Context: an optimization exercise on an open-source flow, tuned for small area and a short achievable clock period. The choices shown serve that exercise and are no tape-out recipe.
Where RTL was checked, it was by simulation tests only, not by an equivalence proof against the original.
Power figures rest on the tool's default switching activity, not on a simulated workload.

==> flow/design.v <==
package fpu_pkg;
	typedef struct packed {
		logic                  sign;
		logic [8-1:0] exp;
		logic [23-1:0] man;    
	} fpu_float_t;
	typedef struct packed {
		logic [5:0] op1;    
		logic [4:0] fmt;    
		logic [5:0] op2;    
	} fpu_instr_t;
	typedef enum logic [2:0] {
		OP_ADD,
		OP_SUB,
		OP_ABS,
		OP_NEG,
		OP_FTOI,
		OP_ITOF,
		OP_INVALID
	} fpu_op_t;
	typedef struct packed {
		logic [32-1:0] value;
		logic [4-1:0]  exc;    
	} fpu_res_t;
endpackage
`timescale 1ns/1ps
`default_nettype none
module fpu_lzc #(
	parameter int LOG = 6
) (
	input  logic [(1<<LOG)-1:0] value,
	output logic [LOG-1:0]      count
);
	localparam int N = 1 << LOG;
	logic [N-1:0]   v [LOG+1];
	logic [LOG-1:0] c [LOG+1][N];
	genvar l, j;
	generate
		for (j = 0; j < N; j++) begin : g_leaf
			assign v[0][j] = value[N-1-j];
			assign c[0][j] = '0;
		end
		for (l = 1; l <= LOG; l++) begin : g_lvl
			for (j = 0; j < (N >> l); j++) begin : g_node
				assign v[l][j] = v[l-1][2*j] | v[l-1][2*j+1];
				if (l == 1) begin : g_first
					assign c[l][j] = LOG'(~v[0][2*j]);
				end else begin : g_rest
					assign c[l][j] = v[l-1][2*j] ? LOG'(c[l-1][2*j][l-2:0])
					                             : LOG'({1'b1, c[l-1][2*j+1][l-2:0]});
				end
			end
			for (j = (N >> l); j < N; j++) begin : g_pad
				assign v[l][j] = 1'b0;
				assign c[l][j] = '0;
			end
		end
	endgenerate
	assign count = c[LOG][0];
endmodule
`default_nettype wire
`default_nettype none
module fpu_pfx_add #(
	parameter int W = 32
) (
	input  logic [W-1:0] x,
	input  logic [W-1:0] y,
	input  logic         cin,
	output logic [W:0]   s
);
	localparam int N = W + 1;
	localparam int L = $clog2(N);
	logic [N-1:0] g [L+1];
	logic [N-1:0] p [L+1];
	always_comb begin
		g[0] = {x & y, cin};
		p[0] = {x ^ y, 1'b0};
		for (int l = 0; l < L; l++) begin
			for (int i = 0; i < N; i++) begin
				if (((i >> l) & 1) != 0) begin
					g[l+1][i] = g[l][i] | (p[l][i] & g[l][((i >> l) << l) - 1]);
					p[l+1][i] = p[l][i] & p[l][((i >> l) << l) - 1];
				end else begin
					g[l+1][i] = g[l][i];
					p[l+1][i] = p[l][i];
				end
			end
		end
	end
	assign s = {1'b0, x ^ y} ^ g[L];
endmodule
`default_nettype wire
`timescale 1ns/1ps
`default_nettype none
module fpu_addsub (
	input  fpu_pkg::fpu_instr_t        instr,
	input  fpu_pkg::fpu_float_t        a,
	input  fpu_pkg::fpu_float_t        b,
	output logic [34:0]                s,           
	output logic [8-1:0]      e_w,         
	output logic                       sign,        
	output logic                       float_sel,   
	output logic                       addsub,
	output logic                       eff_sub,     
	output logic                       spec,        
	output logic                       qnan,        
	output logic                       ftoi_ovf,
	output logic                       ftoi_nan,
	output logic                       invalid
);
	localparam int EW = 8;
	localparam int MW = 23;
	wire cop1   = (instr.op1 == 6'b010001);
	wire fmt_s  = (instr.fmt == 5'b10000);
	wire op_as  = cop1 && fmt_s && (instr.op2[5:1] == 5'd0);
	wire op_abs = cop1 && fmt_s && (instr.op2 == 6'b000101);
	wire op_neg = cop1 && fmt_s && (instr.op2 == 6'b000111);
	wire op_f2i = cop1 && (instr.fmt == 5'b00000) && (instr.op2 == 6'b000000);
	wire op_i2f = cop1 && (instr.fmt == 5'b00100) && (instr.op2 == 6'b000000);
	wire a_ez   = (a.exp == '0);
	wire b_ez   = (b.exp == '0);
	wire a_spec = &a.exp;
	wire b_spec = &b.exp;
	wire a_nan  = a_spec && (a.man != '0);
	wire b_nan  = b_spec && (b.man != '0);
	wire [MW:0]   a_m = {!a_ez, a.man};
	wire [MW:0]   b_m = {!b_ez, b.man};
	wire [EW-1:0] a_e = {a.exp[EW-1:1], a.exp[0] | a_ez};
	wire [EW-1:0] b_e = {b.exp[EW-1:1], b.exp[0] | b_ez};
	wire b_sign = b.sign ^ instr.op2[0];
	wire es     = a.sign ^ b_sign;
	logic [24:0] mge_s;
	fpu_pfx_add #(.W(24)) u_cmp (
		.x  (a_m),
		.y  (~b_m),
		.cin(1'b1),
		.s  (mge_s)
	);
	wire sp     = a_spec || b_spec;
	wire f_big  = (a.exp > 8'd158) || ((a.exp == 8'd158) && !(a.sign && (a.man == '0)));
	wire f_ok   = !f_big;
	wire [EW:0]   d_ab = {1'b0, a_e} - {1'b0, b_e};
	wire [EW-1:0] d_ba = b_e - a_e;
	wire [EW-1:0] d_f  = 8'd158 - a_e;
	wire [EW-1:0] d    = op_f2i ? d_f : d_ab[EW] ? d_ba : d_ab[EW-1:0];
	wire          a_ge = !d_ab[EW] && ((d_ab[EW-1:0] != '0) || mge_s[24]);
	wire w_a    = a_ge && !b_nan;    
	wire sel_lb = op_as && !sp && w_a;
	wire sel_la = (op_as && !sp && !w_a) || (op_f2i && f_ok);
	wire [MW:0] m_l = sel_lb ? b_m : (sel_la ? a_m : '0);
	wire [32:0] f = (d[7:6] != 2'b00) ? 33'd0 : ({m_l, 9'b0} >> d[5:0]);
	logic [MW:0] m_or;
	logic        st;
	always_comb begin
		m_or[0] = m_l[0];
		for (int i = 1; i <= MW; i++)
			m_or[i] = m_or[i-1] | m_l[i];
		st = 1'b0;
		for (int i = 10; i < 34; i++)
			if (d == EW'(i))
				st = m_or[i-10];
		if (d >= 8'd34)
			st = m_or[MW];
	end
	wire [MW:0]  m_w = w_a ? a_m : b_m;
	wire [31:0]  x1n = {op_neg & ~a.sign, a.exp, a.man};
	wire [33:0]  x   = (op_abs | op_neg) ? {x1n, 2'b00} :
	                   op_as ? {m_w, 10'b0} : 34'd0;
	wire [33:0]  y   = {f, st} | (op_i2f ? {b, 2'b00} : 34'd0);
	wire sub = (op_as && !sp && es) || (op_f2i && a.sign) || (op_i2f && b.sign);
	wire [33:0] yx  = {y[33:1] ^ {33{sub}}, op_f2i | (y[0] ^ sub)};
	wire        y34 = sub && !op_i2f;
	wire        cin = sub || op_f2i;
	logic [35:0] s_full;
	fpu_pfx_add #(.W(35)) u_add (
		.x  ({1'b0, x}),
		.y  ({y34, yx}),
		.cin(cin),
		.s  (s_full)
	);
	assign s = s_full[34:0];
	assign e_w       = op_as ? (w_a ? a_e : b_e) : 8'd158;
	assign float_sel = op_as | op_i2f;
	assign addsub    = op_as;
	assign eff_sub   = op_as & es;
	assign spec      = op_as & sp;
	wire w_sign  = a_ge ? a.sign : b_sign;
	wire sp_sign = (a_spec && !b_spec) ? a.sign :
	               (!a_spec && b_spec) ? b_sign :
	               b_nan ? b.sign :
	               a_nan ? a.sign :
	               (es | a.sign);
	assign sign = op_as ? (sp ? sp_sign : w_sign) : b.sign;
	assign qnan = op_as & (a_nan | b_nan | (a_spec & b_spec & es));
	assign ftoi_nan = op_f2i & a_nan;
	assign ftoi_ovf = op_f2i & !a_nan & f_big;
	assign invalid  = !(op_as | op_abs | op_neg | op_f2i | op_i2f);
endmodule
`default_nettype wire
`timescale 1ns/1ps
`default_nettype none
module fpu_convert (
	input  logic [34:0]           s,
	input  logic [8-1:0] e_w,
	input  logic                  sign,
	input  logic                  float_sel,
	input  logic                  addsub,
	input  logic                  eff_sub,
	input  logic                  spec,
	input  logic                  qnan,
	input  logic                  ftoi_ovf,
	input  logic                  ftoi_nan,
	input  logic                  invalid,
	output fpu_pkg::fpu_res_t     result
);
	localparam int EW = 8;
	localparam int MW = 23;
	logic [34:0] mark;
	always_comb begin
		for (int i = 0; i < 35; i++)
			mark[i] = (e_w == EW'(34 - i));
	end
	logic [5:0] lz;
	fpu_lzc #(
		.LOG(6)
	) u_lzc (
		.value({s | mark, 1'b1, 28'd0}),
		.count(lz)
	);
	wire [34:0]   n    = s << lz;
	wire [MW:0]   m    = n[34:11];
	wire          g    = n[10];
	wire          st   = |n[9:0];
	wire          rnd  = g & (m[0] | st);
	logic [MW+1:0] m_r;
	fpu_pfx_add #(.W(MW+1)) u_rnd (
		.x  (m),
		.y  ('0),
		.cin(rnd),
		.s  (m_r)
	);
	wire [EW:0]   e0   = {1'b0, e_w} + 9'd1 - {3'b0, lz};
	wire [EW:0]   e1   = e0 + 9'd1;
	wire          cy   = m_r[MW+1];
	wire [EW-1:0] e_r  = cy ? e1[EW-1:0] : e0[EW-1:0];
	wire          big  = e0[EW] | (&e0[EW-1:0]);
	wire          ovf  = big | (cy & (e0 == 9'd254));
	wire          hid  = m_r[MW+1] | m_r[MW];
	wire          zero = (s == '0);
	wire          sgn  = sign & !(eff_sub & zero);
	wire [EW-1:0] f_exp = big ? 8'hff : (hid ? e_r : 8'd0);
	wire [MW-1:0] f_man = (big & !spec) ? 23'd0 : {m_r[MW-1] | qnan, m_r[MW-2:0]};
	wire [31:0]   f_val = {sgn, f_exp, f_man};
	assign result.value = float_sel ? f_val : s[33:2];
	assign result.exc   = {invalid, 1'b0, ftoi_nan, ftoi_ovf | (addsub & !spec & ovf)};
endmodule
`default_nettype wire
`timescale 1ns/1ps
`default_nettype none
module fpu_issue (
	input  logic                  clk,
	input  logic                  arst_n,
	input  logic                  issue,
	input  logic [34:0]           s_d,
	input  logic [8-1:0] e_d,
	input  logic [8:0]            f_d,
	output logic [34:0]           s_q,
	output logic [8-1:0] e_q,
	output logic [8:0]            f_q,
	output logic                  done
);
	always_ff @(posedge clk) begin
		s_q <= s_d;
		e_q <= e_d;
		f_q <= f_d;
	end
	always_ff @(posedge clk or negedge arst_n) begin
		if (!arst_n)
			done <= 1'b0;
		else
			done <= issue;
	end
endmodule
`default_nettype wire
`timescale 1ns/1ps
`default_nettype none
module fpu_top (
	input  logic                   clk,
	input  logic                   arst_n,
	input  logic                   issue,
	input  fpu_pkg::fpu_instr_t    instr,
	input  logic [32-1:0] x1,
	input  logic [32-1:0] x2,
	output fpu_pkg::fpu_res_t      result,
	output logic                   done
);
	logic [34:0]           s_d, s_q;
	logic [8-1:0] e_d, e_q;
	logic [8:0]            f_d, f_q;
	fpu_addsub u_addsub (
		.instr    (instr),
		.a        (x1),
		.b        (x2),
		.s        (s_d),
		.e_w      (e_d),
		.sign     (f_d[0]),
		.float_sel(f_d[1]),
		.addsub   (f_d[2]),
		.eff_sub  (f_d[3]),
		.spec     (f_d[4]),
		.qnan     (f_d[5]),
		.ftoi_ovf (f_d[6]),
		.ftoi_nan (f_d[7]),
		.invalid  (f_d[8])
	);
	fpu_issue u_issue (
		.clk   (clk),
		.arst_n(arst_n),
		.issue (issue),
		.s_d   (s_d),
		.e_d   (e_d),
		.f_d   (f_d),
		.s_q   (s_q),
		.e_q   (e_q),
		.f_q   (f_q),
		.done  (done)
	);
	fpu_convert u_convert (
		.s        (s_q),
		.e_w      (e_q),
		.sign     (f_q[0]),
		.float_sel(f_q[1]),
		.addsub   (f_q[2]),
		.eff_sub  (f_q[3]),
		.spec     (f_q[4]),
		.qnan     (f_q[5]),
		.ftoi_ovf (f_q[6]),
		.ftoi_nan (f_q[7]),
		.invalid  (f_q[8]),
		.result   (result)
	);
endmodule
`default_nettype wire
==> flow/config.mk <==
export PLATFORM = sky130hd
export DESIGN_NAME = fpu_top
export DESIGN_NICKNAME = fpu_top
export VERILOG_FILES = /design/flow/design.v
export SDC_FILE = /design/flow/constraint.sdc
export NUM_CORES = 4
export LEC_CHECK = 0
export ABC_AREA = 1
export CAP_MARGIN = 50
export CORE_MARGIN = 2
export CORE_UTILIZATION = 50
export PLACE_DENSITY = 0.65
export SLEW_MARGIN = 70
==> flow/constraint.sdc <==
create_clock -name core_clock -period 19.0 [get_ports {clk}]
set_input_delay 3.8000 -clock core_clock [delete_from_list [all_inputs] [get_ports {clk}]]
set_output_delay 3.8000 -clock core_clock [all_outputs]
set_load 0.01 [all_outputs]
standard.sh (not shown) runs the stock make flow with config.mk's settings and CLKGATE_MAP_FILE= SYNTH_SCRIPT=/design/flow/synth_recipe.tcl, a recipe that flattens the netlist after the stock synthesis.
==> flow/flow/run.sh <==
#!/bin/bash
# The standard layout (standard.sh, standard synthesis unchanged) with two changes to how
# the layout is optimised: the port buffers are a stronger buffer cell, and the resizer's
# repair_timing aims for extra setup slack so it works on the critical paths even though
# the 19 ns clock is met anyway. Each tool's output goes to the ORFS logs; make's output to
# standard.log.
set -e
bash standard.sh finish SETUP_SLACK_MARGIN=7 "BUFFER_PORTS_ARGS=-buffer_cell sky130_fd_sc_hd__buf_2" > standard.log 2>&1
The first run went through all stages and came out clean.
Next try:
--- a/flow/design.v
+++ b/flow/design.v
@@ -149,18 +149,20 @@
 	wire sel_la = (op_as && !sp && !w_a) || (op_f2i && f_ok);
 	wire [MW:0] m_l = sel_lb ? b_m : (sel_la ? a_m : '0);
 	wire [32:0] f = (d[7:6] != 2'b00) ? 33'd0 : ({m_l, 9'b0} >> d[5:0]);
-	logic [MW:0] m_or;
+	logic [MW:0] m_or [6];
 	logic        st;
 	always_comb begin
-		m_or[0] = m_l[0];
-		for (int i = 1; i <= MW; i++)
-			m_or[i] = m_or[i-1] | m_l[i];
+		m_or[0] = m_l;
+		for (int l = 0; l < 5; l++)
+			for (int i = 0; i <= MW; i++)
+				m_or[l+1][i] = m_or[l][i] |
+				               ((((i >> l) & 1) != 0) ? m_or[l][((i >> l) << l) - 1] : 1'b0);
 		st = 1'b0;
 		for (int i = 10; i < 34; i++)
 			if (d == EW'(i))
-				st = m_or[i-10];
+				st = m_or[5][i-10];
 		if (d >= 8'd34)
-			st = m_or[MW];
+			st = m_or[5][MW];
 	end
 	wire [MW:0]  m_w = w_a ? a_m : b_m;
 	wire [31:0]  x1n = {op_neg & ~a.sign, a.exp, a.man};
Effect: The new run produced a clean layout. Sequential cell count is unchanged. Power is higher by 14%. Sequential share of layout area is about the same. Worst setup slack improved by 0.15 ns. Global-route usage is about the same. Cell area came out lower by 1.1%. Routed wire length drops by 0.75%. Hold slack gains 0.0051 ns. Non-clock buffer count went up by 1. First-iteration DRC count came out higher by 23%. Final cell count goes down by 0.56%. Via count barely changes.
Function not checked in the second run of this note: the RTL went through the layout flow alone.

## static timing again, ports no longer ideal
No port has a modelled driver above. Below, the same layouts with a new extraction and two added sets of constraints.
Step 1 (the two cells are an assumption about what drives the block):
set clk [get_ports {clk}]
set_driving_cell -lib_cell sky130_fd_sc_hd__clkbuf_16 $clk
set_driving_cell -lib_cell sky130_fd_sc_hd__buf_2 [delete_from_list [all_inputs] $clk]
Step 2 adds t to the input delays and takes it off the output delays; t is the mean of the earliest and latest rising clock arrival at the registers after step 1. Input paths then give back, and output paths get back, about the clock's delay inside the block.
Three values: ideal, step 1, step 2; two values: the first two.
run | t (ns) | setup WS [ns] | hold WS [ns]
the first run | 0.333 | 7.842 / 7.862 / 7.529 | 3.258 / 3.239 / 3.572
the second run | 0.333 | 7.995 / 8.019 / 7.686 | 3.263 / 3.242 / 3.575
After both steps every run listed still meets setup and hold. For the first run, which loses most, drivers alone change the setup slack by +0.020 ns; drivers and shift together by -0.313 ns.
